From an optimization exercise on the open Yosys and OpenROAD flow, aimed at small area and a short achievable clock period; shortcuts taken in it are not production practice. The RTL was checked by simulation tests, not by an equivalence proof against the original design. No activity file was given, so power comes from the tool's default toggle rates.

**flow/design.v**
```verilog
package wasm_pkg;
    localparam int addr_w       = 12;
    localparam int window_bytes = 8;
    localparam int func_max     = 16;
    localparam int stack_depth  = 8;
    localparam int func_idx_w   = $clog2(func_max);
    localparam int ret_ptr_w    = $clog2(stack_depth) + 1;
    localparam logic [63:0] wasm_magic_version = 64'h0000_0001_6d73_6100;
    localparam logic [7:0] sec_type  = 8'h01;
    localparam logic [7:0] sec_start = 8'h08;
    localparam logic [7:0] sec_code  = 8'h0a;
    localparam logic [7:0] op_unreachable = 8'h00;
    localparam logic [7:0] op_nop         = 8'h01;
    localparam logic [7:0] op_end         = 8'h0b;
    localparam logic [7:0] op_call        = 8'h10;
    localparam logic [7:0] op_drop        = 8'h1a;
    localparam logic [7:0] op_local_get   = 8'h20;
    localparam logic [7:0] op_local_set   = 8'h21;
    localparam logic [7:0] op_local_tee   = 8'h22;
    localparam logic [7:0] op_i32_const   = 8'h41;
    localparam logic [7:0] op_i32_eqz     = 8'h45;
    localparam logic [7:0] op_i32_eq      = 8'h46;
    localparam logic [7:0] op_i32_ne      = 8'h47;
    localparam logic [7:0] op_i32_lt_s    = 8'h48;
    localparam logic [7:0] op_i32_lt_u    = 8'h49;
    localparam logic [7:0] op_i32_gt_s    = 8'h4a;
    localparam logic [7:0] op_i32_gt_u    = 8'h4b;
    localparam logic [7:0] op_i32_le_s    = 8'h4c;
    localparam logic [7:0] op_i32_le_u    = 8'h4d;
    localparam logic [7:0] op_i32_ge_s    = 8'h4e;
    localparam logic [7:0] op_i32_ge_u    = 8'h4f;
    localparam logic [7:0] op_i32_add     = 8'h6a;
    localparam logic [7:0] op_i32_sub     = 8'h6b;
    localparam logic [7:0] op_i32_and     = 8'h71;
    localparam logic [7:0] op_i32_or      = 8'h72;
    localparam logic [7:0] op_i32_shl     = 8'h74;
    localparam logic [7:0] op_i32_shr_s   = 8'h75;
    localparam logic [7:0] op_i32_shr_u   = 8'h76;
    localparam logic [7:0] op_i32_rotl    = 8'h77;
    localparam logic [7:0] op_i32_rotr    = 8'h78;
    typedef enum logic [4:0] {
        alu_add  = 5'd0,
        alu_sub  = 5'd1,
        alu_and  = 5'd2,
        alu_or   = 5'd3,
        alu_eqz  = 5'd5,  
        alu_eq   = 5'd6,
        alu_lt_u = 5'd7,
        alu_gt_u = 5'd8,
        alu_le_u = 5'd9,
        alu_ge_u = 5'd10,
        alu_lt_s = 5'd11,
        alu_gt_s = 5'd12,
        alu_le_s = 5'd13,
        alu_ge_s = 5'd14,
        alu_ne   = 5'd15,
        alu_shl  = 5'd16,
        alu_shrs = 5'd17,
        alu_shru = 5'd18,
        alu_rotl = 5'd19,
        alu_rotr = 5'd20
    } alu_op_e;
    typedef enum logic [1:0] {
        src_alu   = 2'b00,
        src_imm   = 2'b10,
        src_local = 2'b11
    } push_src_e;
    typedef struct packed {
        logic       push_num;
        logic [3:0] pop_num;
        push_src_e  push_src;
        alu_op_e    alu_op;
    } stack_ctrl_t;
    typedef struct packed {
        logic [3:0] param_num;
        logic       result_num;
    } sig_t;
    typedef struct packed {
        logic [addr_w-1:0] entry_addr;
        logic [7:0]        local_size;
    } func_entry_t;
    typedef struct packed {
        sig_t              sig;
        logic [7:0]        local_size;
        logic [addr_w-1:0] ret_addr;
    } call_frame_t;
endpackage
`timescale 1ns/1ns
import wasm_pkg::*;
module entry_table #(
    parameter int width = 5
) (
    input  logic                  clk,
    input  logic                  wr_en,
    input  logic [func_idx_w-1:0] wr_idx,
    input  logic [width-1:0]      wr_data,
    input  logic [func_idx_w-1:0] rd_idx,
    output logic [width-1:0]      rd_data
);
    logic [width-1:0] mem [func_max];
    always_ff @(posedge clk) begin
        if (wr_en) begin
            mem[wr_idx] <= wr_data;
        end
    end
    logic [width-1:0] grp [func_max/4];
    always_comb begin
        rd_data = '0;
        for (int g = 0; g < func_max / 4; g++) begin
            case (rd_idx[1:0])
                2'd0:    grp[g] = mem[4*g];
                2'd1:    grp[g] = mem[4*g+1];
                2'd2:    grp[g] = mem[4*g+2];
                default: grp[g] = mem[4*g+3];
            endcase
            rd_data = rd_data | (grp[g] & {width{rd_idx[3:2] == 2'(g)}});
        end
    end
endmodule
`timescale 1ns/1ns
import wasm_pkg::*;
module opcode_decode (
    input  logic [7:0]            opcode,
    output wasm_pkg::stack_ctrl_t ctrl,
    output logic                  has_leb  
);
    always_comb begin
        ctrl    = '0;
        has_leb = 1'b0;
        case (opcode)
            op_drop: ctrl.pop_num = 4'd1;
            op_i32_eqz: begin
                ctrl.pop_num  = 4'd1;
                ctrl.push_num = 1'b1;
                ctrl.alu_op   = alu_eqz;
            end
            op_i32_const: begin
                ctrl.push_num = 1'b1;
                ctrl.push_src = src_imm;
                has_leb       = 1'b1;
            end
            op_local_get: begin
                ctrl.push_num = 1'b1;
                ctrl.push_src = src_local;
                has_leb       = 1'b1;
            end
            op_local_set: begin
                ctrl.pop_num = 4'd1;
                has_leb      = 1'b1;
            end
            op_local_tee: has_leb = 1'b1;
            op_i32_eq:    begin ctrl.pop_num = 4'd2; ctrl.push_num = 1'b1; ctrl.alu_op = alu_eq;   end
            op_i32_ne:    begin ctrl.pop_num = 4'd2; ctrl.push_num = 1'b1; ctrl.alu_op = alu_ne;   end
            op_i32_lt_s:  begin ctrl.pop_num = 4'd2; ctrl.push_num = 1'b1; ctrl.alu_op = alu_lt_s; end
            op_i32_lt_u:  begin ctrl.pop_num = 4'd2; ctrl.push_num = 1'b1; ctrl.alu_op = alu_lt_u; end
            op_i32_gt_s:  begin ctrl.pop_num = 4'd2; ctrl.push_num = 1'b1; ctrl.alu_op = alu_gt_s; end
            op_i32_gt_u:  begin ctrl.pop_num = 4'd2; ctrl.push_num = 1'b1; ctrl.alu_op = alu_gt_u; end
            op_i32_le_s:  begin ctrl.pop_num = 4'd2; ctrl.push_num = 1'b1; ctrl.alu_op = alu_le_s; end
            op_i32_le_u:  begin ctrl.pop_num = 4'd2; ctrl.push_num = 1'b1; ctrl.alu_op = alu_le_u; end
            op_i32_ge_s:  begin ctrl.pop_num = 4'd2; ctrl.push_num = 1'b1; ctrl.alu_op = alu_ge_s; end
            op_i32_ge_u:  begin ctrl.pop_num = 4'd2; ctrl.push_num = 1'b1; ctrl.alu_op = alu_ge_u; end
            op_i32_add:   begin ctrl.pop_num = 4'd2; ctrl.push_num = 1'b1; ctrl.alu_op = alu_add;  end
            op_i32_sub:   begin ctrl.pop_num = 4'd2; ctrl.push_num = 1'b1; ctrl.alu_op = alu_sub;  end
            op_i32_and:   begin ctrl.pop_num = 4'd2; ctrl.push_num = 1'b1; ctrl.alu_op = alu_and;  end
            op_i32_or:    begin ctrl.pop_num = 4'd2; ctrl.push_num = 1'b1; ctrl.alu_op = alu_or;   end
            op_i32_shl:   begin ctrl.pop_num = 4'd2; ctrl.push_num = 1'b1; ctrl.alu_op = alu_shl;  end
            op_i32_shr_s: begin ctrl.pop_num = 4'd2; ctrl.push_num = 1'b1; ctrl.alu_op = alu_shrs; end
            op_i32_shr_u: begin ctrl.pop_num = 4'd2; ctrl.push_num = 1'b1; ctrl.alu_op = alu_shru; end
            op_i32_rotl:  begin ctrl.pop_num = 4'd2; ctrl.push_num = 1'b1; ctrl.alu_op = alu_rotl; end
            op_i32_rotr:  begin ctrl.pop_num = 4'd2; ctrl.push_num = 1'b1; ctrl.alu_op = alu_rotr; end
            default: ;
        endcase
    end
endmodule
`timescale 1ns/1ns
import wasm_pkg::*;
module return_stack (
    input  logic              clk,
    input  logic              rst_n,
    input  logic              push,
    input  logic [addr_w-1:0] push_addr,
    input  logic              pop,
    output logic [addr_w-1:0] top_addr,
    output logic              last_frame
);
    logic [addr_w-1:0]    stk [stack_depth];
    logic [ret_ptr_w-1:0] depth;
    always_ff @(posedge clk or negedge rst_n) begin
        if (!rst_n) begin
            depth <= '0;
        end else if (push) begin
            depth <= depth + 1'b1;
        end else if (pop) begin
            depth <= depth - 1'b1;
        end
    end
    always_ff @(posedge clk) begin
        if (push) begin
            stk[depth[ret_ptr_w-2:0]] <= push_addr;
        end
    end
    logic [ret_ptr_w-2:0] top;
    logic [addr_w-1:0]    half [2];
    assign top = (ret_ptr_w-1)'(depth - 1'b1);
    always_comb begin
        top_addr = '0;
        for (int h = 0; h < 2; h++) begin
            case (top[1:0])
                2'd0:    half[h] = stk[4*h];
                2'd1:    half[h] = stk[4*h+1];
                2'd2:    half[h] = stk[4*h+2];
                default: half[h] = stk[4*h+3];
            endcase
            top_addr = top_addr | (half[h] & {addr_w{top[2] == 1'(h)}});
        end
    end
    assign last_frame = (depth == ret_ptr_w'(1));  
endmodule
`timescale 1ns/1ns
import wasm_pkg::*;
module wasm_ctrl_top (
    input  logic                      clk,
    input  logic                      rst_n,
    input  logic [addr_w-1:0]         read_pointer,
    input  logic [window_bytes*8-1:0] window,
    output logic [7:0]                advance,
    output logic                      jump_en,
    output logic [addr_w-1:0]         jump_addr,
    output logic [11:0]               stack_ctrl,  
    output logic [31:0]               imm,
    output logic                      call_en,
    output logic [24:0]               call_frame,  
    output logic                      ret_en,
    output logic                      finish,
    output logic                      instr_error
);
    logic s_header, s_sec_head, s_skip;
    logic s_size_t, s_size_s, s_size_c, s_vec_t, s_vec_s, s_vec_c;
    logic s_par, s_res, s_code_len, s_code_decl, s_loc, s_run;
    logic s_leb;  
    logic                  finish_q;
    logic                  error_q;
    logic [func_idx_w-1:0] vec_cnt;
    logic [func_idx_w-1:0] vec_last;
    logic [func_idx_w-1:0] start_idx;
    logic [func_idx_w:0]   sig_hwm;    
    logic [addr_w-1:0]     body_end;
    logic [7:0]            decl_left;
    logic                  locals_done;  
    logic [7:0]            local_acc;
    logic [7:0] b0, b1;
    assign b0 = window[7:0];
    assign b1 = window[15:8];
    logic        c0, c01, c012, c0123;
    logic [2:0]  hd_cnt;      
    logic [2:0]  hd_cnt_p1;   
    logic [11:0] hd_val;
    assign c0    = window[7];
    assign c01   = c0 & window[15];
    assign c012  = c01 & window[23];
    assign c0123 = c012 & window[31];
    assign hd_cnt    = {c012, c0 & !c012, !c0 | (c01 & !c012) | c0123};
    assign hd_cnt_p1 = {c01, !c01 | c0123, (c0 & !c01) | (c012 & !c0123)};
    assign hd_val    = {c0 ? b1[4:0] : 5'd0, b0[6:0]};
    logic       d1, d12, d123, d1234;
    logic [2:0] op_len;      
    assign d1    = window[15];
    assign d12   = d1 & window[23];
    assign d123  = d12 & window[31];
    assign d1234 = d123 & window[39];
    assign op_len = {d12, !d12 | d1234, (d1 & !d12) | (d123 & !d1234)};
    assign imm = {d1234 ? window[43:40] : 4'd0,
                  d123  ? window[38:32] : 7'd0,
                  d12   ? window[30:24] : 7'd0,
                  d1    ? window[22:16] : 7'd0,
                  window[14:8]};
    logic [11:0] leb_end;  
    assign leb_end = read_pointer + hd_val + {9'd0, hd_cnt};
    logic [7:0] opcode;
    assign opcode = b0;
    logic       op_is_call, op_is_end, op_is_unr, op_has_leb;
    wasm_pkg::stack_ctrl_t dec_ctrl;
    assign op_is_call = (opcode == op_call);
    assign op_is_end  = (opcode == op_end);
    assign op_is_unr  = (opcode == op_unreachable);
    opcode_decode u_dec (.opcode(opcode), .ctrl(dec_ctrl), .has_leb(op_has_leb));
    logic magic, vec_at_last;
    assign magic       = (window == wasm_magic_version);
    assign vec_at_last = (vec_cnt == vec_last);
    logic [func_idx_w-1:0] rd_idx;
    assign rd_idx = s_run ? window[11:8] : start_idx;
    function automatic logic gt4(input logic [3:0] a, input logic [3:0] b);  
        gt4 = (a[3] & !b[3]) |
              (!(a[3] ^ b[3]) & a[2] & !b[2]) |
              (!(a[3] ^ b[3]) & !(a[2] ^ b[2]) & a[1] & !b[1]) |
              (!(a[3] ^ b[3]) & !(a[2] ^ b[2]) & !(a[1] ^ b[1]) & a[0] & !b[0]);
    endfunction
    logic [4:0]  sig_rd;
    logic [19:0] ent_rd;
    logic        sig_ok, ent_ok;
    assign ent_ok = !gt4(rd_idx, vec_last);
    assign sig_ok = sig_hwm[func_idx_w] | gt4(sig_hwm[func_idx_w-1:0], rd_idx);
    entry_table #(.width(4)) par_tab (
        .clk, .wr_en(s_par), .wr_idx(vec_cnt), .wr_data(window[11:8]),
        .rd_idx, .rd_data(sig_rd[4:1])
    );
    entry_table #(.width(1)) res_tab (
        .clk, .wr_en(s_res), .wr_idx(vec_cnt), .wr_data(window[0]),
        .rd_idx, .rd_data(sig_rd[0])
    );
    entry_table #(.width(20)) ent_tab (
        .clk, .wr_en(s_loc & locals_done), .wr_idx(vec_cnt), .wr_data({read_pointer, local_acc}),
        .rd_idx, .rd_data(ent_rd)
    );
    logic [addr_w-1:0] ret_top;
    logic              ret_last;
    logic [addr_w-1:0] ret_sum, ret_addr;
    assign ret_sum  = read_pointer + addr_w'(op_len);
    assign ret_addr = s_run ? ret_sum : '0;  
    return_stack u_ret (
        .clk, .rst_n, .push(call_en), .push_addr(ret_addr), .pop(ret_en),
        .top_addr(ret_top), .last_frame(ret_last)
    );
    logic launch, bypass;
    assign launch = s_loc & locals_done & vec_at_last;
    assign bypass = (start_idx == vec_cnt);
    always_comb begin
        advance = 8'd0;
        if (s_leb)                advance = {5'd0, hd_cnt};
        if (s_loc)                advance = {5'd0, hd_cnt_p1};
        if (s_sec_head)           advance = 8'd1;
        if (s_header && magic)    advance = 8'd8;
        if (s_par)                advance = b1 + 8'd2;
        if (s_res)                advance = b0 + 8'd1;
        if (s_run)                advance = op_has_leb ? {5'd0, op_len} : 8'd1;
    end
    assign jump_en = s_skip | (s_loc & locals_done) | (s_run & (op_is_call | (op_is_end & !ret_last)));
    assign call_en = launch | (s_run & op_is_call);
    assign ret_en  = s_run & op_is_end & !ret_last;
    logic [addr_w-1:0] ent_addr;
    assign ent_addr = ent_ok ? ent_rd[19:8] : '0;
    always_comb begin
        if (s_skip)                      jump_addr = leb_end;
        else if (s_loc && !vec_at_last)  jump_addr = body_end;
        else if (s_loc && bypass)        jump_addr = read_pointer;
        else if (s_run && !window[4])    jump_addr = ret_top;  
        else                             jump_addr = ent_addr;
    end
    logic [7:0] frame_ls;
    assign frame_ls = (s_loc && bypass) ? local_acc : (ent_ok ? ent_rd[7:0] : 8'd0);
    assign call_frame = {sig_ok ? sig_rd : 5'd0, frame_ls, ret_addr};
    assign stack_ctrl  = s_run ? dec_ctrl : '0;
    assign finish      = finish_q;
    assign instr_error = error_q;
    logic known_t, known_s, known_c;
    assign known_t = (b0 == sec_type);
    assign known_s = (b0 == sec_start);
    assign known_c = (b0 == sec_code);
    logic n_size_t, n_size_s, n_size_c, n_vec_t, n_vec_s, n_vec_c, n_code_len, n_code_decl;
    assign n_size_t    = s_sec_head & known_t;
    assign n_size_s    = s_sec_head & known_s;
    assign n_size_c    = s_sec_head & known_c;
    assign n_vec_t     = s_size_t;
    assign n_vec_s     = s_size_s;
    assign n_vec_c     = s_size_c;
    assign n_code_len  = s_vec_c | (s_loc & locals_done & !vec_at_last);
    assign n_code_decl = s_code_len;
    always_ff @(posedge clk or negedge rst_n) begin
        if (!rst_n) begin
            s_header    <= 1'b1;
            s_sec_head  <= 1'b0;
            s_skip      <= 1'b0;
            s_size_t    <= 1'b0;
            s_size_s    <= 1'b0;
            s_size_c    <= 1'b0;
            s_vec_t     <= 1'b0;
            s_vec_s     <= 1'b0;
            s_vec_c     <= 1'b0;
            s_par       <= 1'b0;
            s_res       <= 1'b0;
            s_code_len  <= 1'b0;
            s_code_decl <= 1'b0;
            s_loc       <= 1'b0;
            s_run       <= 1'b0;
            s_leb       <= 1'b0;
            finish_q    <= 1'b0;
            error_q     <= 1'b0;
            start_idx   <= '0;
            sig_hwm     <= '0;
        end else begin
            s_header    <= 1'b0;
            s_sec_head  <= (s_header & magic) | s_skip | s_vec_s | (s_res & vec_at_last);
            s_skip      <= s_sec_head & !(known_t | known_s | known_c);
            s_size_t    <= n_size_t;
            s_size_s    <= n_size_s;
            s_size_c    <= n_size_c;
            s_vec_t     <= n_vec_t;
            s_vec_s     <= n_vec_s;
            s_vec_c     <= n_vec_c;
            s_par       <= s_vec_t | (s_res & !vec_at_last);
            s_res       <= s_par;
            s_code_len  <= n_code_len;
            s_code_decl <= n_code_decl;
            s_loc       <= s_code_decl | (s_loc & !locals_done);
            s_run       <= launch | (s_run & !op_is_unr & !(op_is_end & ret_last));
            s_leb       <= n_size_t | n_size_s | n_size_c | n_vec_t | n_vec_s | n_vec_c |
                           n_code_len | n_code_decl;
            if (s_header && !magic) error_q <= 1'b1;
            if (s_run && op_is_unr) begin
                error_q  <= 1'b1;
                finish_q <= 1'b1;
            end
            if (s_run && op_is_end && ret_last) finish_q <= 1'b1;
            if (s_vec_s) start_idx <= b0[3:0];
            if (s_res && {1'b0, vec_cnt} == sig_hwm) sig_hwm <= sig_hwm + 1'b1;
        end
    end
    always_ff @(posedge clk) begin
        if (s_vec_t || s_vec_s || s_vec_c) begin
            vec_cnt  <= '0;
            vec_last <= b0[3:0] - 4'd1;
        end else if (s_res || (s_loc && locals_done)) begin
            vec_cnt <= vec_cnt + 1'b1;
        end
        if (s_code_len) begin
            body_end  <= leb_end;
            local_acc <= '0;
        end else if (s_loc && !locals_done) begin
            local_acc <= local_acc + hd_val[7:0];
        end
        if (s_code_decl) begin
            decl_left   <= hd_val[7:0];
            locals_done <= (hd_val[7:0] == 8'd0);
        end else if (s_loc && !locals_done) begin
            decl_left   <= decl_left - 8'd1;
            locals_done <= (decl_left == 8'd1);
        end
    end
endmodule
```
**flow/flow/run.sh**
```bash
#!/bin/bash
set -euo pipefail
export BUFFER_PORTS_ARGS="-buffer_cell sky130_fd_sc_hd__buf_2"
bash standard.sh > standard_flow.log 2>&1
```
**flow/standard.sh**
```bash
#!/bin/bash
# synth_recipe.tcl (not shown) runs the flow's synth.tcl, then flattens the netlist and writes it again
# the make line also repeats each setting of config.mk as NAME=value (left out here)
make -C /OpenROAD-flow-scripts/flow DESIGN_CONFIG=/design/flow/config.mk WORK_HOME=/design/flow/orfs CLKGATE_MAP_FILE= SYNTH_SCRIPT=/design/flow/synth_recipe.tcl "${@:-finish}"
```
**flow/config.mk**
```make
export PLATFORM = sky130hd
export DESIGN_NAME = wasm_ctrl_top
export DESIGN_NICKNAME = wasm_ctrl_top
export VERILOG_FILES = /design/flow/design.v
export SDC_FILE = /design/flow/constraint.sdc
export NUM_CORES = 4
export LEC_CHECK = 0
export ABC_AREA = 1
export CAP_MARGIN = 20
export CORE_MARGIN = 2
export CORE_UTILIZATION = 60
export CTS_BUF_LIST = sky130_fd_sc_hd__clkbuf_8
export CTS_CLUSTER_DIAMETER = 50
export CTS_CLUSTER_SIZE = 12
export SETUP_SLACK_MARGIN = 2.0
export SLEW_MARGIN = 20
```
**flow/constraint.sdc**
```tcl
create_clock -name core_clock -period 8.0 [get_ports {clk}]
set_input_delay 1.6000 -clock core_clock [delete_from_list [all_inputs] [get_ports {clk}]]
set_output_delay 1.6000 -clock core_clock [all_outputs]
set_load 0.01 [all_outputs]
```
==> results of run 1 <==
==> power by group <==
part	internal, W	total (W)	switching (W)	leakage, nW
combinational	0.000663	0.00222	0.00156	5.45
clock	0.000724	0.00168	0.000955	0.506
sequential	0.00342	0.00358	0.000160	5.19
==> through the flow <==
stage	hold WS [ps]	worst slack (ps)	utilization (%)
2_1_floorplan	352	2490	-
3_3_place_gp	360	1580	63.6
3_5_place_dp	364	1390	63.6
4_1_cts	379	2000	66.0
5_1_grt	390	1920	66.4
6_report	379	2090	66.4
==> layer usage <==
layer	track usage [%]	part of all wire, %	up-vias
met3	5.47	9.1	137
li1	-	-	8746
met2	53.8	47	961
met4	10.3	3.1	0
met1	44.5	40	9175
met5	0	0	-
==> cells in the mapped netlist, types with 4 or more instances <==
| library cell | instances |
|---|---|
| clkbuf_1 | 32 |
| nor2_2 | 5 |
| clkinv_1 | 9 |
| o21ai_0 | 131 |
| o211ai_1 | 11 |
| a22o_1 | 17 |
| nand3_1 | 144 |
| nand4_1 | 67 |
| nand2_2 | 6 |
| dfxtp_1 | 12 |
| buf_2 | 33 |
| buf_4 | 24 |
| edfxtp_1 | 521 |
| fa_1 | 6 |
| or2_2 | 7 |
| buf_1 | 5 |
| o22ai_1 | 5 |
| nand2_4 | 6 |
| nor3_1 | 37 |
| nor2_1 | 172 |
| a21oi_1 | 99 |
| nor2_4 | 6 |
| o21ai_1 | 25 |
| or2_0 | 4 |
| nor4_1 | 14 |
| xor2_1 | 23 |
| nand2_1 | 671 |
| a31oi_1 | 10 |
| ha_1 | 49 |
| inv_1 | 197 |
| xnor2_1 | 10 |
| dfrtp_1 | 30 |
| buf_6 | 7 |
==> cell families after synthesis <==
| kind of cell | count (synthesis) | synth area share [%] |
|---|---|---|
| other cells | 1 | 0.0145 |
| xor+xnor | 33 | 1.12 |
| flops | 564 | 64.5 |
| compound gates | 324 | 7.07 |
| fa+ha+maj | 55 | 2.84 |
| simple gates | 1150 | 19.3 |
| buf+inv | 311 | 5.25 |
==> what timing repair did <==
item / CTS / global route
buffers inserted: 1 / 9
gates resized for setup: 18 / 25
endpoints found under the setup margin: 17 / 18
gates cloned: 2 / 3
pin swaps: 2 / 8
==> final timing paths <==
check / endpoint / from
max reg2reg: u_ret.stk[5][6] / s_loc
min in group asynchronous: s_res / rst_n
max: call_frame[18] / window[8]
min: s_vec_c / s_size_c
max in group asynchronous: u_ret.depth[2] / rst_n
min reg2reg: s_vec_c / s_size_c
==> area by class of cell <==
| cell class | instances | area share, % |
|---|---|---|
| sequential | 564 | 58.6 |
| multi-input combinational | 1570 | 28.4 |
| timing repair buffer | 225 | 4.54 |
| clock buffer | 58 | 2.81 |
| inverter | 209 | 2.79 |
| tap | 546 | 2.40 |
| clock inverter | 16 | 0.471 |
| antenna | 2 | 0.0176 |
==> registers in the layout, indices dropped and copies added, names as in the netlist, 5 cells and up <==
signal and cells:
body_end 12, decl_left 8, ent_tab.mem 320, local_acc 8, par_tab.mem 64, res_tab.mem 16
sig_hwm 5, u_ret.stk 96
==> layout by cell type, fill, tap and decap left out, types with 33 or more instances in the layout <==
master / count
a21oi_1: 94
buf_2: 166
buf_4: 55
clkbuf_8: 58
edfxtp_1: 521
ha_1: 47
inv_1: 201
nand2_1: 669
nand3_1: 143
nand4_1: 67
nor2_1: 153
nor3_1: 33
o21ai_0: 130
==> impl_metrics.csv, run 1 <==
group,metric,value,unit
sta,finalCriticalPeriod,5910,ps
logic_synthesis,synth_area_leaders,"edfxtp_1 61%, nand2_1 9.7%, dfrtp_1 2.9%",
floorplanning,rows,76,
clock_network,cts-hold-fix-buffers,0,
sta,hold_violations,0,
floorplanning,coreArea,42800,um^2
logic_synthesis,synth_cell_types,58,
floorplanning,fp.dieH,212,um
sta,slew_viol_final,0,
floorplanning,die-area,44800,um^2
critical_path,cp_cell_sequence,"buf_2, inv_1, nand2_2, nand2_4, nor2_4, buf_4, nand2_1, nand4_1, a22o_1, o21ai_0, o21ai_0, buf_2",
clock_network,clock_sinks,564,
layout,nets,2759,
logic_synthesis,synth-seq-cells,564,
critical_path,worstPathArrival,4310,ps
route,wl,73.0,mm
layout,drive_gt1_share,14.5,%
clock_network,root_buffer,"clkbuf_8",
layout,final_cells,3190,
clock_network,cts_buffers,56,
layout,regArea,16700,um^2
outcome,status,"timing/DRC/antenna clean",
global_routing,grt-ovfl-total,0,
clock_network,clock_latency,670,ps
global_routing,antenna_found_initial,2,
job,maxCapViolations,0,
logic_synthesis,synthArstFlopShare,5.50,%
global_routing,grt_pass1_vias,17800,
logic_synthesis,synthesis.area,25800,um^2
min_path,hold_depth,0,
critical_path,end_kind,"output port",
clock_network,h-tree-depth,2,
logic_synthesis,synth_largest_area_cell,"edfxtp_1",
logic_synthesis,synth_edf_count,521,
global_routing,grt_max_degree,54,
critical_path,slowest_delay,490,ps
route,num_vias,19000,
layout,n_fill_cell,3335,
route,routed_via_density,5.96,
logic_synthesis,ys_warn_count,10,
critical_path,critPathLaunchType,"input pin",
layout,final_cell_area,28400,um^2
sta,rsz0062_at_grt,"yes",
layout,multi_input_area,8060,um^2
critical_path,cp_max_fo,21,
global_routing,grt_pass1_wl,107,mm
placed_design,gp_congestion,0.907,
clock_network,clk_path_buf_depth,3,
power,power.density,263,nW/um^2
layout,syn_to_final_growth,9.97,%
logic_synthesis,synth_top_area_share,60.5,%
critical_path,cp.depth,12,
route,drc,0,
route,wire_per_inst,22.9,um
min_path,hold_class,"reg2reg",
floorplanning,ios,172,
critical_path,path_class,"in2out",
critical_path,reg2reg_depth,6,
sta,skew,31.9,ps
sta,worst_pin_slew,1120,ps
route,initialDrtViolationCount,2150,
floorplanning,start_util,60.4,%
clock_network,cts_tree,"yes",
critical_path,crit_family,"buffers and inverters",
critical_path,crit_required,6400,ps
sta,slew_headroom,25.1,%
clock_network,clk_pin_slew,70,ps
power,total_power,0.00747,W
placed_design,portBuffers,169,
logic_synthesis,ys.flop_type,"edfxtp_1",
sta,finalSetupViolCount,0,
power,power.leakage,11.1,nW
route,antenna_left,0,
critical_path,slowest_stage,"nor2_4",
logic_synthesis,ys_seq_area_share,64.5,%
floorplanning,die_w,212,um
placed_design,post-dp-hpwl,44.8,mm
sta,setup_tns,0,ps
route,drt-pass1-iter-count,7,
logic_synthesis,synth_area_per_cell,10.6,um^2
sta,fmax,169,MHz
critical_path,path_buf_inv,4,
sta,fin_crit_sh,73.8,%
placed_design,dp.cells,3099,
global_routing,grtUsageTotal,32.6,%
power,ir_drop,179,uV
placed_design,placed_cell_area,27200,um^2
critical_path,r2r_slack,4990,ps
logic_synthesis,synthCells,2438,
==> run 2, diff against run 1 <==
--- a/flow/config.mk
+++ b/flow/config.mk
@@ -13,4 +13,4 @@
 export CTS_CLUSTER_DIAMETER = 50
 export CTS_CLUSTER_SIZE = 12
-export SETUP_SLACK_MARGIN = 2.0
+export SETUP_SLACK_MARGIN = 1.75
 export SLEW_MARGIN = 20
==> impl_metrics.csv, run 2 <==
group,metric,value,unit
placed_design,post-dp-hpwl,44.8,mm
floorplanning,start_util,60.4,%
power,power.density,262,nW/um^2
sta,worst_pin_slew,1120,ps
clock_network,root_buffer,"clkbuf_8",
logic_synthesis,synth_area_per_cell,10.6,um^2
layout,largest_reg_flops,320,
layout,top_register,"ent_tab.mem",
logic_synthesis,synth_common_cells,"671 x nand2_1, 521 x edfxtp_1, 197 x inv_1",
floorplanning,die-area,44800,um^2
sta,rsz0062_at_grt,"yes",
logic_synthesis,ys_warn_count,10,
floorplanning,coreArea,42800,um^2
sta,setup_tns,0,ps
placed_design,placed_cell_area,27200,um^2
logic_synthesis,synth_cell_types,58,
layout,final_cell_area,28200,um^2
placed_design,gp_congestion,0.907,
critical_path,path_class,"in2out",
critical_path,critPathLaunchType,"input pin",
critical_path,crit_required,6400,ps
layout,final_cells,3175,
critical_path,reg2reg_depth,6,
logic_synthesis,ys.flop_type,"edfxtp_1",
global_routing,grt_max_degree,53,
critical_path,endpoint,"call_frame[18]",
logic_synthesis,synth-seq-cells,564,
clock_network,clock_latency,670,ps
critical_path,cp_max_fo,23,
layout,multi_input_area,7940,um^2
sta,finalSetupViolCount,0,
min_path,hold_class,"reg2reg",
route,num_vias,18800,
logic_synthesis,synth_edf_count,521,
logic_synthesis,synth_largest_area_cell,"edfxtp_1",
logic_synthesis,synthesis.area,25800,um^2
logic_synthesis,ys_seq_area_share,64.5,%
logic_synthesis,synthArstFlopShare,5.50,%
global_routing,grt_pass1_wl,106,mm
global_routing,grt_pass1_vias,17800,
global_routing,grt-ovfl-total,0,
critical_path,rr_endpoint,"u_ret.stk[5][6]",
layout,regArea,16700,um^2
floorplanning,ios,172,
floorplanning,rows,76,
job,maxCapViolations,0,
logic_synthesis,synth_area_leaders,"edfxtp_1 61%, nand2_1 9.7%, dfrtp_1 2.9%",
sta,fmax,164,MHz
layout,post-route-util,66.0,%
sta,finalCriticalPeriod,6110,ps
critical_path,r2r_slack,4990,ps
global_routing,grtUsageTotal,32.3,%
layout,n_fill_cell,3357,
clock_network,clk_pin_slew,70,ps
floorplanning,fp.dieH,212,um
critical_path,cp-startpoint,"window[9]",
route,drc,0,
layout,nets,2744,
layout,syn_to_final_growth,9.23,%
layout,most-common-layout-cells,"671 x nand2_1, 521 x edfxtp_1, 204 x inv_1, 168 x buf_2, 153 x nor2_1",
sta,fin_crit_sh,76.3,%
layout,drive_gt1_share,13.3,%
critical_path,r2r-start,"s_loc",
sta,skew,37.7,ps
route,wire_per_inst,22.5,um
clock_network,cts_tree,"yes",
critical_path,worstPathArrival,4510,ps
power,power.leakage,11.1,nW
placed_design,portBuffers,169,
logic_synthesis,synthMostInstantiatedCell,"nand2_1",
layout,final_common_cell,"nand2_1",
clock_network,clk_path_buf_depth,3,
route,drt-pass1-iter-count,5,
sta,slew_headroom,25.5,%
power,total_power,0.00740,W
clock_network,h-tree-depth,2,
logic_synthesis,synth_top_area_share,60.5,%
clock_network,cts_buffers,56,
placed_design,dp.cells,3099,
global_routing,antenna_found_initial,2,
route,routed_via_density,5.94,
outcome,status,"timing/DRC/antenna clean",
logic_synthesis,synthCells,2438,
floorplanning,die_w,212,um
route,antenna_left,0,
clock_network,clock_sinks,564,
power,ir_drop,176,uV
sta,hold_violations,0,
sta,slew_viol_final,0,
route,initialDrtViolationCount,1842,
critical_path,end_kind,"output port",
route,wl,71.4,mm
-- run 2: changes by cell type in the layout (fill, tap and decap cells not counted), sizes merged --
cell	change
buf	-9
nor2	-5
bufinv	+1
clkbuf	-1
clkinv	-1
-- run 2: final cells by class --
type                    count  area share [%]
flip-flops and latches    564            59.0
multi-input cells        1565            28.1
repair buffers            215            4.29
inverters                 209            2.84
clock buffers              58            2.83
well taps                 546            2.42
clock inverters            16           0.474
diodes                      2          0.0177
-- run 2: how the worst min path moves through the flow --
stage / slack, ps / depth (start not counted) / to / startpoint
after floorplan: 350 / 0 / s_res / s_par
after global placement: 360 / 0 / s_vec_s / s_size_s
after detailed placement: 360 / 0 / s_vec_s / s_size_s
after CTS: 380 / 0 / s_vec_s / s_size_s
after global routing: 390 / 0 / s_vec_c / s_size_c
final: 380 / 0 / s_vec_c / s_size_c
-- run 2: power by group --
part,switching (W),internal [W]
Clock,0.000948,0.000724
Combinational,0.00151,0.000647
Sequential,0.000159,0.00342
Total,0.00261,0.00479
-- run 2: routing by layer --
layer / vias up / share of wire, % / wire (um) / global-route usage, %
li1: 8703 / - / - / -
met1: 9100 / 41 / 29000 / 44.3
met2: 906 / 48 / 34000 / 53.4
met3: 139 / 8.6 / 6140 / 4.87
met4: 0 / 3.0 / 2170 / 10.4
met5: - / 0 / 0 / 0
-- run 2: stage by stage --
stage / hold slack [ps] / worst slack [ps]
final: 380 / 1890
after global routing: 390 / 1720
after CTS: 379 / 1790
after detailed placement: 364 / 1390
after global placement: 360 / 1580
after floorplan: 352 / 2490
-- run 2: logic make-up after synthesis --
logic type | after synthesis | synth area share [%]
fa+ha+maj | 55 | 2.84
buf+inv | 311 | 5.25
other cells | 1 | 0.0145
compound gates | 324 | 7.07
xor+xnor | 33 | 1.12
simple gates | 1150 | 19.3
flops | 564 | 64.5
-- run 2: what timing repair did --
| action | CTS | global route |
|---|---|---|
| gates cloned | 0 | 0 |
| resized for setup | 7 | 12 |
| setup buffers | 0 | 0 |
| endpoints found under the setup margin | 8 | 14 |
| hold buffers | 0 | 0 |
-- run 2: critical path, stage by stage --
cell     delay, ps
buf_2          430
inv_1          190
nand2_4        100
nand2_4        120
nor2_4         610
buf_4          400
nand2_1         90
nand4_1         90
nand2_1         60
nand2_1         90
o21ai_0        150
o21ai_0        320
buf_2          240
==> run 3, diff against run 2 <==
--- a/flow/config.mk
+++ b/flow/config.mk
@@ -6,5 +6,4 @@
 export NUM_CORES = 4
 export LEC_CHECK = 0
-export ABC_AREA = 1
 export CAP_MARGIN = 20
 export CORE_MARGIN = 2
@@ -13,4 +12,4 @@
 export CTS_CLUSTER_DIAMETER = 50
 export CTS_CLUSTER_SIZE = 12
-export SETUP_SLACK_MARGIN = 1.75
+export SETUP_SLACK_MARGIN = 2.25
 export SLEW_MARGIN = 20
==> impl_metrics.csv, run 3 <==
group,metric,value,unit
placed_design,post-dp-hpwl,39.3,mm
floorplanning,fp.dieH,209,um
critical_path,cp_max_fo,19,
logic_synthesis,synthMostInstantiatedCell,"edfxtp_1",
sta,fin_crit_sh,72.9,%
sta,hold_violations,0,
floorplanning,die-area,43600,um^2
logic_synthesis,synth_area_leaders,"edfxtp_1 62%, mux4_2 9.6%, dfrtp_1 3.0%",
power,ir_drop,189,uV
logic_synthesis,synth_xor_area_share,1.88,%
logic_synthesis,synth_top_area_share,62.2,%
floorplanning,die_w,209,um
sta,finalSetupViolCount,0,
floorplanning,ios,172,
sta,setup_ws,2160,ps
clock_network,cts_tree,"yes",
sta,worst_pin_slew,1000,ps
layout,top_register,"ent_tab.mem",
power,p_sw_share,30.1,%
sta,finalCriticalPeriod,5840,ps
global_routing,grt-ovfl-total,0,
critical_path,end_kind,"output port",
layout,final_cell_area,28000,um^2
logic_synthesis,synthMuxAreaShare,10.3,%
logic_synthesis,synthArstFlopShare,5.50,%
logic_synthesis,synth_top_family_by_area,"multiplexers",
clock_network,clk_pin_slew,80,ps
global_routing,grt_max_degree,50,
logic_synthesis,ys_seq_area_share,66.2,%
critical_path,slowest_stage,"fa_1",
route,wl,63.4,mm
global_routing,grtUsageTotal,29.2,%
critical_path,path_class,"in2out",
route,initialDrtViolationCount,1450,
global_routing,grt_pass1_vias,15000,
clock_network,clock_latency,690,ps
logic_synthesis,ys_warn_count,10,
outcome,status,"timing/DRC/antenna clean",
sta,setup_tns,0,ps
logic_synthesis,synth_edf_count,521,
layout,nets,1953,
clock_network,root_buffer,"clkbuf_8",
clock_network,clock_sinks,564,
sta,holdWs,369,ps
placed_design,placed_cell_area,26600,um^2
logic_synthesis,synth_compound_area_share,8.13,%
placed_design,dp.cells,2286,
logic_synthesis,synthesis.area,25200,um^2
clock_network,cts_buffers,58,
critical_path,worstPathArrival,4240,ps
layout,largest_reg_flops,320,
min_path,hold_class,"reg2reg",
sta,fmax,171,MHz
placed_design,portBuffers,169,
logic_synthesis,synth-simple-area-share,7.72,%
layout,final_cells,2391,
placed_design,gp_congestion,0.871,
power,power.leakage,9.87,nW
job,maxCapViolations,0,
critical_path,cp_cell_sequence,"buf_6, and2_4, fa_1, ha_2, inv_2, fa_2, nor2b_2, o2111a_2, nor3_4, or3_1, a31oi_1, nand3_1, buf_2",
logic_synthesis,synth_area_per_cell,15.4,um^2
layout,n_fill_cell,3018,
logic_synthesis,synthCells,1634,
logic_synthesis,synth-seq-cells,564,
route,num_vias,15300,
power,p_sw,0.00204,W
route,antenna_left,0,
power,p_int,0.00474,W
logic_synthesis,synth_fa_ha_area_share,2.91,%
floorplanning,coreArea,41700,um^2
clock_network,clk_path_buf_depth,3,
floorplanning,rows,75,
logic_synthesis,synth_cell_types,78,
layout,drive_gt1_share,25.5,%
logic_synthesis,synth_common_cells,"521 x edfxtp_1, 107 x mux4_2, 106 x nand2_1",
power,comb_power_share,21.5,%
clock_network,h-tree-depth,2,
global_routing,grt_pass1_wl,93.8,mm
global_routing,antenna_found_initial,1,
route,routed_via_density,6.42,
logic_synthesis,synth_largest_area_cell,"edfxtp_1",
critical_path,critPathLaunchType,"input pin",
sta,slew_viol_final,0,
power,p_clk_share,25.4,%
placed_design,dp_slack,1670,ps
sta,slew_headroom,33.3,%
route,drt-pass1-iter-count,8,
power,pwr-share-seq,53.1,%
sta,rsz0062_at_grt,"yes",
route,wire_per_inst,26.5,um
layout,syn_to_final_growth,11.2,%
critical_path,slowest_delay,480,ps
floorplanning,start_util,60.4,%
layout,most-common-layout-cells,"521 x edfxtp_1, 160 x buf_2, 107 x mux4_2, 105 x nand2_1, 89 x nor2_1",
route,drc,0,
sta,skew,41.2,ps
layout,final_common_cell,"edfxtp_1",
critical_path,crit_required,6400,ps
logic_synthesis,ys.flop_type,"edfxtp_1",
power,power.density,242,nW/um^2
run 3: changes by cell type in the layout (fill, tap and decap cells not counted), moves of 19 or more:
| cell | delta |
|---|---|
| a21oi_1 | -49 |
| o21ai_1 | -26 |
| nand3_1 | -124 |
| xnor2_1 | +24 |
| nand2_1 | -566 |
| nand4_1 | -58 |
| mux4_2 | +107 |
| a22oi_1 | +58 |
| nor3_1 | -19 |
| and2_1 | +30 |
| and3_1 | +20 |
| nor2_1 | -64 |
| inv_1 | -131 |
| o21ai_0 | -91 |
run 3: what timing repair did:
| item | CTS | global route |
|---|---|---|
| pin swaps | 7 | 5 |
| hold buffers | 0 | 0 |
| endpoints found under the setup margin | 24 | 25 |
| cloned | 0 | 2 |
| buffers inserted | 4 | 7 |
| resized for setup | 31 | 25 |
run 3: metrics by stage:
step | util, % | power [W]
after detailed placement | 63.9 | 0.00508
after global routing | 67.2 | 0.00706
after floorplan | - | 0.00456
final | 67.2 | 0.00678
after global placement | 63.9 | 0.00505
after CTS | 66.7 | 0.00680
run 3: cell families after synthesis:
kind of cell / Yosys count
flip-flops: 564
adder cells (fa/ha/maj): 55
buffers and inverters: 158
AND/OR/NAND/NOR: 393
XOR/XNOR: 54
AO/OA/AOI/OAI: 287
other: 1
multiplexers: 122
run 3: critical path, delay by kind of cell:
kind / cells / cell delay, ps
adder cells (fa/ha/maj): 3 / 1030
AND/OR/NAND/NOR: 5 / 860
AO/OA/AOI/OAI: 2 / 370
buffers and inverters: 3 / 360
run 3: per-layer routing:
layer	share of wire, %	wire [um]	global-route usage, %
met1	41	26100	41.0
met2	49	31300	47.6
met3	7.2	4560	4.90
met4	2.3	1460	8.82
met5	0	0	0
run 3: area by class of cell:
| type | instances | area [um^2] | share of cell area (%) |
|---|---|---|---|
| clock buffers | 60 | 826 | 2.95 |
| well taps | 539 | 674 | 2.41 |
| clock inverters | 30 | 191 | 0.684 |
| multi-input cells | 914 | 8010 | 28.6 |
| diodes | 2 | 5.00 | 0.0179 |
| inverters | 57 | 214 | 0.765 |
| repair buffers | 225 | 1400 | 5.00 |
| flip-flops and latches | 564 | 16700 | 59.6 |
run 3: worst paths after layout:
path	depth (start not counted)	start	slack, ps	to
min in group asynchronous	1	rst_n	980	sig_hwm[0]
min	0	s_size_c	370	s_vec_c
max in group asynchronous	1	rst_n	6460	s_run
min reg2reg	0	s_size_c	370	s_vec_c
max reg2reg	7	vec_cnt[2]	4880	u_ret.stk[4][9]
max	13	window[7]	2160	jump_addr[9]
run 3: power groups by stage:
stage	Clock, W	Sequential [W]	Combinational (W)
3_3_place_gp	0	0.00366	0.00139
2_1_floorplan	0	0.00357	0.000989
4_1_cts	0.00176	0.00360	0.00144
5_1_grt	0.00187	0.00362	0.00157
3_5_place_dp	0	0.00367	0.00141
6_report	0.00173	0.00360	0.00146
==> run 4, diff against run 3 <==
--- a/flow/config.mk
+++ b/flow/config.mk
@@ -12,4 +12,4 @@
 export CTS_CLUSTER_DIAMETER = 50
 export CTS_CLUSTER_SIZE = 12
-export SETUP_SLACK_MARGIN = 2.25
+export SETUP_SLACK_MARGIN = 2.5
 export SLEW_MARGIN = 20
==> impl_metrics.csv, run 4 <==
group,metric,value,unit
layout,nets,2016,
layout,drive_gt1_share,28.8,%
sta,setup_ws,2100,ps
critical_path,slowest_stage,"fa_1",
outcome,status,"timing/DRC/antenna clean",
critical_path,r2r_slack,5000,ps
sta,finalSetupViolCount,0,
layout,final_common_cell,"edfxtp_1",
logic_synthesis,synth_cell_types,78,
clock_network,clk_pin_slew,90,ps
placed_design,gp_congestion,0.888,
clock_network,cts-hold-fix-buffers,0,
floorplanning,ios,172,
min_path,hold_depth,0,
route,initialDrtViolationCount,1505,
logic_synthesis,synthArstFlopShare,5.50,%
critical_path,rr_endpoint,"u_ret.stk[3][1]",
sta,hold_violations,0,
logic_synthesis,synthCells,1634,
placed_design,portBuffers,169,
logic_synthesis,synth_area_per_cell,15.4,um^2
sta,finalCriticalPeriod,5900,ps
logic_synthesis,synth_common_cells,"521 x edfxtp_1, 107 x mux4_2, 106 x nand2_1",
logic_synthesis,ys.flop_type,"edfxtp_1",
route,wl,65.4,mm
placed_design,post-dp-hpwl,39.0,mm
global_routing,antenna_found_initial,1,
layout,top_register,"ent_tab.mem",
critical_path,path_class,"in2reg",
logic_synthesis,synthMostInstantiatedCell,"edfxtp_1",
sta,fin_crit_sh,73.8,%
logic_synthesis,synth_top_area_share,62.2,%
layout,most-common-layout-cells,"521 x edfxtp_1, 159 x buf_2, 107 x mux4_2, 105 x nand2_1, 104 x buf_4",
logic_synthesis,synth-seq-cells,564,
global_routing,grt_pass1_wl,96.8,mm
power,power.leakage,10.3,nW
placed_design,dp_slack,1710,ps
critical_path,reg2reg_depth,6,
global_routing,grtUsageTotal,30.1,%
route,drt-pass1-iter-count,5,
logic_synthesis,synth_area_leaders,"edfxtp_1 62%, mux4_2 9.6%, dfrtp_1 3.0%",
critical_path,worstPathArrival,6340,ps
clock_network,clock_latency,670,ps
logic_synthesis,synth_largest_area_cell,"edfxtp_1",
critical_path,cp_max_fo,7,
power,power.density,241,nW/um^2
global_routing,grt_max_degree,52,
clock_network,cts_tree,"yes",
critical_path,slowest_delay,490,ps
global_routing,grt_pass1_vias,15600,
clock_network,clk_path_buf_depth,3,
layout,syn_to_final_growth,14.1,%
logic_synthesis,synth_edf_count,521,
layout,largest_reg_flops,320,
sta,fmax,169,MHz
critical_path,endpoint,"body_end[11]",
floorplanning,rows,75,
clock_network,h-tree-depth,2,
critical_path,crit_required,8440,ps
sta,worst_pin_slew,1010,ps
route,num_vias,15800,
sta,skew,24.9,ps
logic_synthesis,ys_warn_count,10,
job,maxCapViolations,0,
sta,slew_viol_final,0,
clock_network,cts_buffers,57,
sta,rsz0062_at_grt,"yes",
critical_path,crit_top_cell,"buf_4",
layout,post-route-util,68.9,%
sta,slew_headroom,32.7,%
min_path,hold_class,"reg2reg",
clock_network,clock_sinks,564,
critical_path,end_kind,"flip-flop",
global_routing,grt-ovfl-total,0,
critical_path,r2r-start,"s_run",
route,routed_via_density,6.44,
floorplanning,coreArea,41700,um^2
floorplanning,fp.dieH,209,um
floorplanning,start_util,60.4,%
route,antenna_left,0,
clock_network,root_buffer,"clkbuf_8",
floorplanning,die_w,209,um
route,drc,0,
sta,setup_tns,0,ps
critical_path,cp-startpoint,"window[23]",
logic_synthesis,ys_seq_area_share,66.2,%
layout,num_antenna_cells,0,
critical_path,critPathLaunchType,"input pin",
route,wire_per_inst,26.7,um
power,total_power,0.00691,W
sta,holdWs,362,ps
power,ir_drop,265,uV
floorplanning,die-area,43600,um^2
logic_synthesis,synthesis.area,25200,um^2
## run 4: cell counts after synthesis
Identical to the previous run, type by type.
## run 4: what timing repair did
item                                    in CTS  in global routing
resized for setup                           56                 38
gates cloned                                 4                  0
pin swaps                                   14                 12
endpoints found under the setup margin      40                 31
buffers inserted                            40                 32
## run 4: per-stage QoR
stage | instance area, um^2 | cells
after floorplan | 25200 | 1636
after global placement | 26700 | 2287
after detailed placement | 26700 | 2287
after CTS | 28300 | 2420
after global routing | 28700 | 2452
final | 28700 | 2452
## run 4: worst max-delay path: cells and delay by family
family	cells	cell delay (ps)
compound gates	2	470
xor+xnor	1	120
fa+ha+maj	3	1050
buf+inv	24	2680
simple gates	4	390
## run 4: cells by family after synthesis
| logic type | after synthesis | share of synthesized area [%] |
|---|---|---|
| multiplexers | 122 | 10.3 |
| AND/OR/NAND/NOR | 393 | 7.72 |
| XOR/XNOR | 54 | 1.88 |
| AO/OA/AOI/OAI | 287 | 8.13 |
| other | 1 | 0.0149 |
| flip-flops | 564 | 66.2 |
| buffers and inverters | 158 | 2.85 |
| adder cells (fa/ha/maj) | 55 | 2.91 |
## run 4: power by group
part / switching (W) / total (W) / internal (W)
Clock: 0.000973 / 0.00170 / 0.000726
Sequential: 0.000144 / 0.00355 / 0.00341
Combinational: 0.000953 / 0.00166 / 0.000705
## run 4: area by class of cell
cell class                      count  area (um^2)
Clock buffer                       60          826
Clock inverter                     29          173
Fill cell                        2921        12900
Inverter                           57          225
Multi-Input combinational cell    914         8120
Sequential cell                   564        16700
Tap cell                          539          674
Timing Repair Buffer              289         2040
## run 4: per-layer routing
layer  up-vias  part of all wire (%)  global-route usage, %
met5         -                 0.020                      0
met4         2                   3.0                   9.21
met3       144                   7.3                   4.54
met2       719                    50                   50.3
met1      8026                    40                   41.6
li1       6890                     -                      -
## run 4: how the worst min path moves through the flow
stage | start | end | slack, ps
floorplan | s_size_t | s_vec_t | 350
global placement | s_size_c | s_vec_c | 350
detailed placement | s_size_c | s_vec_c | 360
CTS | s_size_c | s_vec_c | 360
global route | s_size_c | s_vec_c | 390
finish | s_size_c | s_vec_c | 360
==> run 5, diff against run 4 <==
--- a/flow/config.mk
+++ b/flow/config.mk
@@ -6,10 +6,11 @@
 export NUM_CORES = 4
 export LEC_CHECK = 0
+export ABC_AREA = 1
 export CAP_MARGIN = 20
 export CORE_MARGIN = 2
-export CORE_UTILIZATION = 60
+export CORE_UTILIZATION = 75
 export CTS_BUF_LIST = sky130_fd_sc_hd__clkbuf_8
 export CTS_CLUSTER_DIAMETER = 50
 export CTS_CLUSTER_SIZE = 12
-export SETUP_SLACK_MARGIN = 2.5
+export SETUP_SLACK_MARGIN = 2.25
 export SLEW_MARGIN = 20
==> impl_metrics.csv, run 5 <==
group,metric,value,unit
sta,slew_viol_final,0,
placed_design,dp.cells,2992,
logic_synthesis,synth_xor_area_share,1.12,%
placed_design,portBuffers,169,
outcome,status,"timing/DRC/antenna clean",
critical_path,slowest_delay,350,ps
power,ir_drop,191,uV
logic_synthesis,synth_cell_types,58,
placed_design,gp_congestion,0.978,
power,power.leakage,11.3,nW
critical_path,crit_top_cell,"nand2_1",
sta,fin_crit_sh,72.8,%
logic_synthesis,synth_common_cells,"671 x nand2_1, 521 x edfxtp_1, 197 x inv_1",
floorplanning,fp.dieH,190,um
layout,most-common-layout-cells,"667 x nand2_1, 521 x edfxtp_1, 206 x inv_1, 164 x buf_2, 150 x nor2_1",
critical_path,r2r_slack,4370,ps
logic_synthesis,synth_fa_ha_area_share,2.84,%
logic_synthesis,synth_largest_area_cell,"edfxtp_1",
route,wire_per_inst,24.0,um
logic_synthesis,synth-simple-area-share,19.3,%
global_routing,grt_pass1_wl,109,mm
critical_path,end_kind,"output port",
min_path,whs_endpoint,"s_vec_s",
critical_path,r2r-start,"s_loc",
sta,finalSetupViolCount,0,
sta,hold_violations,0,
power,power.density,264,nW/um^2
logic_synthesis,synth_top_area_share,60.5,%
logic_synthesis,synth_edf_count,521,
clock_network,clock_latency,640,ps
layout,top_register,"ent_tab.mem",
critical_path,crit_required,6400,ps
layout,syn_to_final_growth,10.7,%
logic_synthesis,ys.flop_type,"edfxtp_1",
critical_path,critPathLaunchType,"input pin",
sta,rsz0062_at_grt,"yes",
logic_synthesis,synth_compound_area_share,7.07,%
layout,largest_reg_flops,320,
clock_network,clock_sinks,564,
critical_path,cp_cell_sequence,"buf_4, nand2_2, nand2_8, nand2_8, o21ai_0, inv_1, nand2_1, nand2_1, o21ai_2, nand2_1, nand2_1, nand2_1, nand2_1, nand2_1, buf_2",
floorplanning,ios,172,
clock_network,h-tree-depth,2,
sta,slew_headroom,21.3,%
logic_synthesis,ys_seq_area_share,64.5,%
global_routing,grtUsageTotal,41.0,%
critical_path,slowest_stage,"o21ai_0",
clock_network,clk_pin_slew,80,ps
clock_network,root_buffer,"clkbuf_8",
layout,drive_gt1_share,15.3,%
route,drc,0,
clock_network,cts_buffers,55,
min_path,min_from,"s_size_s",
critical_path,path_buf_inv,3,
floorplanning,start_util,76.7,%
job,maxCapViolations,0,
route,initialDrtViolationCount,3038,
clock_network,cts_tree,"yes",
global_routing,grt_pass1_vias,19900,
layout,nets,2776,
global_routing,antenna_found_initial,1,
critical_path,cp_max_fo,45,
layout,final_cells,3118,
logic_synthesis,synthArstFlopShare,5.50,%
critical_path,worstPathArrival,4230,ps
layout,final_common_cell,"nand2_1",
placed_design,post-dp-hpwl,44.2,mm
min_path,hold_depth,0,
route,num_vias,20300,
critical_path,reg2reg_depth,6,
global_routing,grt-ovfl-total,0,
min_path,hold_class,"reg2reg",
floorplanning,die_w,190,um
sta,finalCriticalPeriod,5830,ps
floorplanning,rows,67,
logic_synthesis,synth-seq-cells,564,
layout,post-route-util,84.9,%
route,wl,74.9,mm
route,routed_via_density,6.51,
logic_synthesis,synth_top_family_by_area,"simple AND/OR/NAND/NOR gates",
sta,worst_pin_slew,1180,ps
critical_path,rr_endpoint,"u_ret.stk[3][10]",
sta,skew,21.6,ps
route,drt-pass1-iter-count,7,
logic_synthesis,synthMostInstantiatedCell,"nand2_1",
sta,holdWs,373,ps
critical_path,path_class,"in2out",
clock_network,clk_path_buf_depth,3,
logic_synthesis,synthesis.area,25800,um^2
logic_synthesis,synthCells,2438,
sta,setup_tns,0,ps
logic_synthesis,synthMuxAreaShare,0,%
critical_path,crit_family,"simple AND/OR/NAND/NOR gates",
logic_synthesis,ys_warn_count,10,
floorplanning,coreArea,33700,um^2
global_routing,grt_max_degree,56,
sta,fmax,172,MHz
logic_synthesis,synth_area_per_cell,10.6,um^2
route,antenna_left,0,
floorplanning,die-area,36000,um^2
logic_synthesis,synth_area_leaders,"edfxtp_1 61%, nand2_1 9.7%, dfrtp_1 2.9%",
==> run 5: cell types whose count changed in the layout (fill, tap and decap cells not counted), sizes merged, moves of 50 or more <==
cell	previous run	this run
nand3	20	144
mux4	108	0
nand2	106	689
a21oi	49	99
a22oi	59	1
nor2	106	192
o21ai	42	158
inv	75	214
nand4	9	67
==> run 5: cell families (layout without fill, tap and decap cells) <==
| kind of cell | after synthesis | in the layout |
|---|---|---|
| DFF | 564 | 564 |
| other | 1 | 6 |
| and+or+nand+nor | 1150 | 1161 |
| buffers and inverters | 311 | 527 |
| adders and majority gates | 55 | 55 |
| xor gates and xnor gates | 33 | 33 |
| AOI/OAI and AO/OA | 324 | 324 |
==> run 5: final cells by class <==
| class | instances | area, um^2 |
|---|---|---|
| sequential | 564 | 16700 |
| multi-input combinational | 1576 | 8210 |
| fill | 1763 | 5070 |
| timing repair buffer | 237 | 1490 |
| inverter | 209 | 805 |
| clock buffer | 56 | 771 |
| tap | 448 | 561 |
| clock inverter | 25 | 124 |
| antenna | 3 | 7.51 |
==> run 5: routing by layer <==
| metal | track usage, % | wire length (um) |
|---|---|---|
| met5 | 0 | 0 |
| met4 | 25.6 | 4880 |
| met3 | 8.95 | 10800 |
| met2 | 67.3 | 35400 |
| met1 | 50.2 | 23800 |
==> run 5: metrics by stage <==
step / power (W) / setup slack (ps) / area, um^2
final: 0.00756 / 2170 / 28600
after global placement: 0.00563 / 1420 / 27000
after floorplan: 0.00501 / 2490 / 25900
after CTS: 0.00732 / 2200 / 28200
after global routing: 0.00782 / 2160 / 28600
after detailed placement: 0.00572 / 1210 / 27000
==> run 5: repair_timing <==
item / 4_1_cts / 5_1_grt
gates resized for setup: 29 / 37
hold buffers: 0 / 0
setup buffers: 7 / 24
pin swaps: 11 / 12
endpoints found under the setup margin: 33 / 23
hold endpoints to repair: 0 / 0
cloned: 8 / 3
==> run 5: power breakdown <==
| group | internal, W | total (W) | leakage [nW] | switching (W) |
|---|---|---|---|---|
| Combinational | 0.000729 | 0.00239 | 5.59 | 0.00166 |
| Clock | 0.000645 | 0.00159 | 0.509 | 0.000947 |
| Sequential | 0.00342 | 0.00357 | 5.19 | 0.000157 |
==> run 5: worst max-delay path by stage <==
| stage | from | endpoint | depth (start not counted) |
|---|---|---|---|
| floorplan | window[23] | call_frame[10] | 14 |
| global placement | window[23] | call_frame[10] | 16 |
| detailed placement | window[23] | call_frame[10] | 16 |
| CTS | window[9] | jump_addr[0] | 16 |
| global route | window[23] | call_frame[9] | 16 |
| finish | window[8] | jump_addr[10] | 15 |
==> run 5: worst reg2reg max path, delay by kind of cell, from the launching register on <==
family | cells | cell delay, ps
flip-flops | 1 | 580
AND/OR/NAND/NOR | 5 | 2420
buffers and inverters | 1 | 340
==> run 6, diff against run 5 <==
==> flow/flow/run.sh (replaced) <==
#!/bin/bash
set -euo pipefail
export BUFFER_PORTS_ARGS="-buffer_cell sky130_fd_sc_hd__buf_2"
export RECOVER_POWER=100
bash standard.sh > standard_flow.log 2>&1
--- a/flow/config.mk
+++ b/flow/config.mk
@@ -9,5 +9,5 @@
 export CAP_MARGIN = 20
 export CORE_MARGIN = 2
-export CORE_UTILIZATION = 75
+export CORE_UTILIZATION = 60
 export CTS_BUF_LIST = sky130_fd_sc_hd__clkbuf_8
 export CTS_CLUSTER_DIAMETER = 50
==> impl_metrics.csv, run 6 <==
group,metric,value,unit
outcome,status,"complete, but fails checks",
outcome,so.violations,"max-capacitance violations, max-slew violations",
min_path,hold_depth,0,
floorplanning,ios,172,
critical_path,crit_family,"simple AND/OR/NAND/NOR gates",
floorplanning,coreArea,42800,um^2
global_routing,grt-ovfl-total,0,
route,antenna_left,0,
sta,finalCriticalPeriod,6730,ps
clock_network,root_buffer,"clkbuf_8",
critical_path,cp_cell_sequence,"clkbuf_1, nand2_4, nand2_8, nand2_8, o21ai_0, inv_1, nand2_1, nand2_1, o21ai_0, nand2_1, nand2_1, nand2_1, nand2_1, nand2_1, buf_2",
critical_path,slowest_delay,950,ps
logic_synthesis,synthArstFlopShare,5.50,%
placed_design,dp_slack,1390,ps
power,ir_drop,180,uV
logic_synthesis,synth-simple-area-share,19.3,%
route,drt-pass1-iter-count,5,
sta,fmax,148,MHz
logic_synthesis,synth-seq-cells,564,
clock_network,clk_path_buf_depth,3,
global_routing,grt_pass1_wl,109,mm
logic_synthesis,synth_cell_types,58,
sta,hold_violations,0,
layout,nets,2775,
floorplanning,start_util,60.4,%
logic_synthesis,synth_area_leaders,"edfxtp_1 61%, nand2_1 9.7%, dfrtp_1 2.9%",
clock_network,cts_buffers,56,
logic_synthesis,ys.flop_type,"edfxtp_1",
logic_synthesis,synth_compound_area_share,7.07,%
layout,largest_reg_flops,320,
logic_synthesis,synth_largest_area_cell,"edfxtp_1",
sta,worst_pin_slew,2050,ps
logic_synthesis,synth_common_cells,"671 x nand2_1, 521 x edfxtp_1, 197 x inv_1",
layout,top_register,"ent_tab.mem",
logic_synthesis,synth_area_per_cell,10.6,um^2
logic_synthesis,synth_fa_ha_area_share,2.84,%
job,maxCapViolations,15,
critical_path,cp_max_fo,45,
logic_synthesis,synthesis.area,25800,um^2
sta,setup_ws,1270,ps
logic_synthesis,synth_top_area_share,60.5,%
critical_path,worstPathArrival,5130,ps
floorplanning,die-area,44800,um^2
route,wl,74.2,mm
critical_path,critPathLaunchType,"input pin",
layout,n_fill_cell,3425,
clock_network,clock_latency,670,ps
layout,drive_gt1_share,10.2,%
clock_network,cts_tree,"yes",
logic_synthesis,ys_warn_count,10,
layout,post-route-util,66.2,%
route,num_vias,19100,
global_routing,grt_max_degree,48,
global_routing,antenna_found_initial,1,
critical_path,path_buf_inv,3,
critical_path,end_kind,"output port",
floorplanning,fp.dieH,212,um
floorplanning,rows,76,
clock_network,clk_pin_slew,70,ps
sta,slew_viol_final,326,
sta,finalSetupViolCount,0,
layout,most-common-layout-cells,"668 x nand2_1, 521 x edfxtp_1, 201 x inv_1, 157 x nor2_1, 143 x nand3_1",
logic_synthesis,synthMostInstantiatedCell,"nand2_1",
critical_path,reg2reg_depth,6,
placed_design,portBuffers,169,
sta,slew_headroom,-36.7,%
power,power.leakage,10.8,nW
clock_network,clock_sinks,564,
route,wire_per_inst,23.1,um
power,power.density,265,nW/um^2
route,initialDrtViolationCount,1951,
sta,setup_tns,0,ps
critical_path,crit_top_cell,"nand2_1",
critical_path,slowest_stage,"clkbuf_1",
placed_design,post-dp-hpwl,44.8,mm
floorplanning,die_w,212,um
sta,skew,32.0,ps
clock_network,h-tree-depth,2,
critical_path,cp.depth,15,
route,drc,0,
sta,rsz0062_at_grt,"yes",
global_routing,grtUsageTotal,33.3,%
placed_design,gp_congestion,0.907,
logic_synthesis,ys_seq_area_share,64.5,%
min_path,hold_class,"reg2reg",
logic_synthesis,synth_top_family_by_area,"simple AND/OR/NAND/NOR gates",
logic_synthesis,synth_edf_count,521,
route,routed_via_density,5.97,
logic_synthesis,synthMuxAreaShare,0,%
logic_synthesis,synth_xor_area_share,1.12,%
critical_path,crit_required,6400,ps
critical_path,path_class,"in2out",
layout,syn_to_final_growth,9.67,%
global_routing,grt_pass1_vias,18000,
layout,final_common_cell,"nand2_1",
sta,fin_crit_sh,84.2,%
logic_synthesis,synthCells,2438,
run 6: cell counts after synthesis:
Identical to the previous run, type by type.
run 6: per-layer routing:
layer	global-route usage (%)	share of wire [%]	routed length [um]
met3	5.65	9.2	6850
met1	45.4	40	29600
met4	11.2	3.2	2380
met5	0	0	0
met2	54.7	48	35300
run 6: final cells by class:
cell class / instances / area, um^2 / area share [%]
clock inverter: 16 / 134 / 0.472
antenna: 2 / 5.00 / 0.0177
timing repair buffer: 237 / 1210 / 4.27
multi-input combinational: 1574 / 8060 / 28.4
inverter: 209 / 800 / 2.82
clock buffer: 58 / 798 / 2.82
tap: 546 / 683 / 2.41
sequential: 564 / 16700 / 58.8
run 6: cells by family after synthesis:
family,after synthesis
compound gates,324
xor+xnor,33
fa+ha+maj,55
buf+inv,311
flops,564
other cells,1
simple gates,1150
run 6: power by group:
group / total, W / internal [W] / switching, W
clock: 0.00168 / 0.000724 / 0.000952
combinational: 0.00226 / 0.000673 / 0.00159
sequential: 0.00358 / 0.00342 / 0.000159
total: 0.00752 / 0.00482 / 0.00270
run 6: stage by stage:
step | hold slack [ps] | total power (W) | instances | area, um^2
CTS | 379 | 0.00746 | 3185 | 28400
floorplan | 352 | 0.00501 | 2440 | 25900
global placement | 360 | 0.00573 | 3099 | 27200
finish | 379 | 0.00752 | 3206 | 28300
global route | 390 | 0.00787 | 3205 | 28300
detailed placement | 364 | 0.00576 | 3099 | 27200
run 6: worst paths after layout:
path / startpoint / to / slack, ps
setup reg to reg: s_loc / u_ret.stk[1][5] / 4440
max in group asynchronous: rst_n / finish_q / 5400
hold / removal: s_size_s / s_vec_s / 380
setup / recovery: window[9] / jump_addr[6] / 1270
min in group asynchronous: rst_n / s_res / 1450
hold reg to reg: s_size_s / s_vec_s / 380
run 6: timing repair:
action                                  CTS  global route
resized for setup                        33            51
hold buffers                              0             0
buffers inserted                          5            17
gates cloned                              7             2
endpoints found under the hold margin     0             0
pin swaps                                 8            18
endpoints found under the setup margin   32            27

## what the ideal ports hide
The results above use ideal ports. As a check the final layouts listed here were re-extracted and re-timed, cells and wires unchanged.
Step 1 sets driving cells, clkbuf_16 on the clock port and buf_2 on the other inputs (assumed; they add their load-dependent delay and slew).
Step 2, shift: input delay + t, output delay - t, t = (earliest + latest rising clock arrival at the registers) / 2. This alone moves slack from input paths to output paths.
a / b / c = no drivers / after step 1 / after step 2; a / b = the first two.
run	t (ns)	slack for setup (ns)	worst hold slack (ns)	worst setup path after step 2	cell pins on the clock port's net
run 1	0.717	2.095 / 2.069 / 2.069	0.379 / 0.379 / 0.379	input to output	1
run 2	0.708	1.893 / 1.862 / 1.862	0.380 / 0.380 / 0.380	input to output	1
run 3	0.722	2.165 / 2.032 / 2.032	0.369 / 0.369 / 0.369	input to output	1
run 4	0.706	2.099 / 2.046 / 1.345	0.362 / 0.362 / 0.362	input to register	1
run 5	0.685	2.174 / 2.148 / 2.148	0.373 / 0.373 / 0.373	input to output	1
run 6	0.712	1.266 / 1.226 / 1.226	0.379 / 0.379 / 0.379	input to output	1
The setup slack of run 4, which loses most, moves by -0.053 ns with the drivers and by -0.754 ns with both steps.
